This design comes from an exercise in tuning for small area and a short achievable clock period on the open sky130 flow, not from production work. Function was checked by simulation only, so behaviour that the tests miss may differ from the original. Power is estimated from default activity; no workload was simulated.

==> flow/design.v (outline; a module is shown in full before it is edited, if it fits) <==
// module iq_integrate_dump: 474 lines
// module iq_demod_lpf: 74 lines
// module iq_mix_tree: 572 lines
module iq_demod_lpf
#(
  parameter int IN_W  = iq_demod_pkg::DEF_IN_W,
  parameter int CAR_W = iq_demod_pkg::DEF_CAR_W,
  parameter int DECIM = iq_demod_pkg::DEF_DECIM,
  parameter int OUT_W = iq_demod_pkg::DEF_OUT_W,
  parameter int SHIFT = iq_demod_pkg::DEF_SHIFT
) (
  input  logic                    clk,
  input  logic                    reset_n,
  input  logic                    sample_en,
  input  logic                    sym_start,
  input  logic signed [IN_W-1:0]  y_in,
  input  logic signed [CAR_W-1:0] i_car,
  input  logic signed [CAR_W-1:0] q_car,
  output logic signed [OUT_W-1:0] i_out,
  output logic signed [OUT_W-1:0] q_out,
  output logic                    out_valid,
  output logic                    overflow
);
  // ...
==> flow/flow/run.sh <==
#!/bin/bash
set -euo pipefail
bash standard.sh SETUP_SLACK_MARGIN=5.3 "BUFFER_PORTS_ARGS=-buffer_cell sky130_fd_sc_hd__buf_2" finish > layout.log 2>&1
==> flow/standard.sh <==
#!/bin/bash
# synth_recipe.tcl (not shown) runs the flow's synth.tcl, then flattens the netlist and writes it again
# the make line also repeats each setting of config.mk as NAME=value (left out here)
make -C /OpenROAD-flow-scripts/flow DESIGN_CONFIG=/design/flow/config.mk WORK_HOME=/design/flow/orfs CLKGATE_MAP_FILE= SYNTH_SCRIPT=/design/flow/synth_recipe.tcl "${@:-finish}"
==> flow/config.mk <==
export PLATFORM = sky130hd
export DESIGN_NAME = iq_demod_lpf
export DESIGN_NICKNAME = iq_demod_lpf
export VERILOG_FILES = /design/flow/design.v
export SDC_FILE = /design/flow/constraint.sdc
export NUM_CORES = 4
export LEC_CHECK = 0
export ABC_AREA = 1
export CAP_MARGIN = 20
export CORE_MARGIN = 2
export CORE_UTILIZATION = 40
export CTS_BUF_LIST = sky130_fd_sc_hd__clkbuf_8
export CTS_CLUSTER_SIZE = 24
export PLACE_DENSITY = 0.6
export SLEW_MARGIN = 20
==> flow/constraint.sdc <==
create_clock -name core_clock -period 10.5 [get_ports {clk}]
set_input_delay 2.1000 -clock core_clock [delete_from_list [all_inputs] [get_ports {clk}]]
set_output_delay 2.1000 -clock core_clock [all_outputs]
set_load 0.01 [all_outputs]
==> out/results.ini, run 1 <==
[status]
status = timing/DRC/antenna clean

[timing]
fin_crit_ns = 5.16
timing.slew.headroom = 0.248

[clock_network]
clockBufferDepth = 3
path_clk_slew_ns = 0.06

[power_and_ir_drop]
p_comb_w = 0.0103
power_leader = combinational logic

[cells_and_area]
clkCellAreaFrac = 0.0422
buffers = 234
finalNonFillerCells = 5449

[detailed_routing]
vias = 29600
via_per_inst = 5.43
dr.max_layer_used = met5

[worst_setup_path]
worst-path-stages = 12
crit_arrival_ns = 5.77
cp-end-kind = register
ff2ff_setup_slack_ns = 5.64

[floorplanning]
nWellTaps = 1265
fp.dieArea_um2 = 99000

[logic_synthesis]
synth_area_leader_cell = fa_1
syn_nets = 4933
ys_seq_elements = 423
yosysWarnings = 2
synth_compound_area_frac = 0.111
syn-mean-instance-area_um2 = 9.43
synthMostInstantiatedCell = inv_1

[placement]
numPortBuffers = 125
preCtsSetupSlack_ns = 3.97

[global_routing]
grt_pass1_vias = 30700
grt_pass1_wl_um = 184000

==> inputs of run 2 (changes only) <==
==> flow/flow/run.sh (replaced) <==
#!/bin/bash
set -euo pipefail
bash standard.sh SETUP_SLACK_MARGIN=5.5 "BUFFER_PORTS_ARGS=-buffer_cell sky130_fd_sc_hd__buf_2" finish > layout.log 2>&1
==> run 2 against run 1 <==
Against the previous run: still clean; via count rose by 2.0%; global-route usage rose by 1.1 points; die area did not move; synthesized cell count did not move; non-clock buffer count rose by 22; cell count rose by 0.39%; critical path depth rose by 3; total power rose by 1.7%; count of clock-buffer cells in the layout fell by 6; routed wire length rose by 5.3%; sequential cell count did not move; core utilization rose by 0.86 points; critical path type unchanged; largest power group unchanged; highest routed layer unchanged.
==> out/results.ini, run 2 <==
[status]
status = timing/DRC/antenna clean

[cells_and_area]
largest_reg_flops = 133
layout_common_cells = inv_1, xor2_1, fa_1
area_delta_synth_final_pct = 13.2
biggestRegsByFlops = prod_q_q: 133 flops, prod_i_q: 131 flops
final_common_cell = inv_1
drive_above_1_share = 0.133
finalNetCount = 4980
largest_register = prod_q_q

[timing]
rsz0062_at_grt = true
fin_crit_ns = 5.02  ; -0.146 ns
max_freq_mhz = 199
worst_slack_ns = 5.48
worstMarginPinSlew_ns = 1.14
fin_hold_ws_ns = 0.447
hold_violations = 0
setup-tns-final_ns = 0
slew_viol_final = 0
finalSetupViolCount = 0
fin_skew_ns = 0.0488
timing.slew.headroom = 0.242  ; -0.00521
post-route-period-util = 0.478

[power_and_ir_drop]
p_int_w = 0.00726
p_clk_frac = 0.120
seqPwrFrac = 0.167
p_leak_nw = 20.4
p_comb_frac = 0.714
switching_share = 0.509
cellPowerDensity_nw_per_um2 = 339
ir_drop_v = 0.000219
total_power_w = 0.0148
p_sw_w = 0.00753

[detailed_routing]
wl_met1_um = 50900
met2_length_um = 54200
vias = 30200  ; +2.0%
dr.max_layer_used = met5
drt_first_pass_iters = 8
route.met3.wl_um = 13000
ant_nets = 0
drc = 0
drtIter0Drc = 2927
routedWlPerCell_um = 22.9
wirelength_um = 125000
via_per_inst = 5.52  ; +1.6%

[logic_synthesis]
syn_inst = 4095
ys_seq_area_frac = 0.219
async_reset_ff_frac = 0
synth_edf_count = 0
syn-cell-area_um2 = 38600
ys_seq_elements = 423  ; unchanged
yosysWarnings = 2  ; unchanged
synth_area_leaders = fa_1, dfxtp_1, xor2_1
synth_area_leader_cell = fa_1
yosysUniqueCellTypes = 37
synthMostInstantiatedCell = inv_1
syn-mean-instance-area_um2 = 9.43  ; unchanged
syn_nets = 4933  ; unchanged
synth_top_flop_cell = dfxtp_1
yosysTopAreaCellShare = 0.303
ys_top_cells_by_count = inv_1, xor2_1, fa_1

[floorplanning]
die_w_um = 315
fp.dieArea_um2 = 99000  ; unchanged
io_pins = 126
start_util = 0.405
die_y_um = 315
core_um2 = 95300
num_rows = 113

[global_routing]
grt_overflow = 0
grt_max_degree = 103
grt_pass1_wl_um = 191000  ; +3.6%
track_usage = 0.252
grt_pass1_vias = 31700  ; +3.1%
antenna_found_initial = 3

[worst_setup_path]
worst-path-stages = 15  ; +3
r2r_cells = 24
crit_arrival_ns = 5.66  ; -0.11 ns
crit_chain = buf_12 > nand2_8 > buf_4 > nor2_4 > buf_12 > inv_6 > buf_6 > xor2_2 > fa_1 > fa_2 > inv_1 > fa_1 > inv_1 > fa_1 > inv_1
critPathKind = primary input to register
startpoint_type = primary input
worstPathMaxFanout = 14
cp.buffers_inverters = 8
cp-end-kind = register
max_stage_delay_ns = 0.59
cp_slowest_cell = fa_2
critPathTopFamily = adder cells
cp_data_required_time_ns = 11.15

[run]
drv_cap = 0

[clock_network]
postCtsHoldBufs = 0
htree_levels = 3
path_clk_slew_ns = 0.06  ; about the same
cts.sinks = 423
clockBufferDepth = 3  ; unchanged
cts-buffers-inserted = 78
cts-root-buf = clkbuf_8
cts_tree = done
clk_latency_ns = 0.74

[placement]
numPortBuffers = 125  ; unchanged
preCtsSetupSlack_ns = 3.87  ; -0.108 ns
gp_congestion = 0.865
dp_hpwl_um = 78800

[hold_path]
min_path_type = register to register
min_path_cells = 2

==> run 2: changes by cell type in the layout (fill, tap and decap cells not counted), moves of 8 or more <==
cell     before  now
o22ai_2       0   28
fa_2          3   11
o22ai_1     551  521
fa_1        581  573
xor2_1      629  621
buf_12        1   19
xor2_2        1    9
==> run 2: final timing paths <==
check	from	end	slack, ns
max reg2reg	prod_q_q[83]	u_int_q.data_q[10]	5.73
min reg2reg	u_int_q.data_q[11]	u_int_q.data_q[11]	0.45
min	u_int_q.data_q[11]	u_int_q.data_q[11]	0.45
max	sample_en	prod_i_q[73]	5.48
==> run 2: stage by stage <==
stage	utilization	cell area [um^2]	cells
floorplan	-	39200	4095
global placement	0.426	40600	5273
detailed placement	0.426	40600	5273
CTS	0.449	42800	5430
global route	0.458	43700	5469
finish	0.458	43700	5470
==> run 2: power groups by stage <==
| stage | Combinational [W] | Sequential [W] | Clock (W) |
|---|---|---|---|
| floorplan | 0.00747 | 0.00242 | 0 |
| global placement | 0.0100 | 0.00250 | 0 |
| detailed placement | 0.0102 | 0.00250 | 0 |
| CTS | 0.0104 | 0.00247 | 0.00181 |
| global route | 0.0120 | 0.00253 | 0.00188 |
| finish | 0.0106 | 0.00246 | 0.00177 |
==> run 2: cell families after synthesis <==
| group | share of synthesized area |
|---|---|
| buffers and inverters | 0.0954 |
| adder cells (fa/ha/maj) | 0.361 |
| AO/OA/AOI/OAI | 0.111 |
| XOR/XNOR | 0.146 |
| AND/OR/NAND/NOR | 0.0674 |
| flip-flops | 0.219 |
==> run 2: worst min-delay path, stage by stage (launching register included) <==
cell and delay, ns:
dfxtp_1 0.30, nand2_1 0.06, nand2_1 0.04
==> run 2: layer usage <==
layer  GRT usage  up-vias
met5           0        -
met1       0.333    14800
li1            -    13100
met2       0.385     1785
met4       0.130        4
met3      0.0602      437
==> run 2: final cells by class <==
class	instances	area, um^2
Clock buffer	92	1270
Fill cell	9090	51600
Clock inverter	49	447
Inverter	647	2510
Timing Repair Buffer	256	2090
Timing Repair inverter	2	18.8
Sequential cell	423	8470
Multi-Input combinational cell	2734	27300
Antenna cell	2	5.00
Tap cell	1265	1580
==> run 2: what timing repair did <==
action / 4_1_cts / 5_1_grt
setup buffers: 11 / 25
pin swaps: 9 / 23
resized for setup: 79 / 113
endpoints found under the setup margin: 171 / 83
cloned: 5 / 12

## separate check: timing with driven ports
In the flow no input, the clock included, has a driving cell. The finished layouts below were timed again as built, in two steps.
Step 1 (the two cells are an assumption about what drives the block):
set clk [get_ports {clk}]
set_driving_cell -lib_cell sky130_fd_sc_hd__clkbuf_16 $clk
set_driving_cell -lib_cell sky130_fd_sc_hd__buf_2 [delete_from_list [all_inputs] $clk]
Step 2, shift: input delay + t, output delay - t, t = (earliest + latest rising clock arrival at the registers) / 2. This alone moves slack from input paths to output paths.
Slacks: ideal ports / drivers / drivers and shift; pairs: ideal ports / drivers.
| run | t, ns | setup slack, ns | cell pins on the clock port's net |
|---|---|---|---|
| run 1 | 0.773 | 5.336 / 5.354 / 4.581 | 1 |
| run 2 | 0.788 | 5.481 / 5.484 / 4.696 | 1 |
After both steps every run listed still meets setup and hold. The setup slack of run 2, which loses most, moves by +0.003 ns with the drivers and by -0.785 ns with both steps.
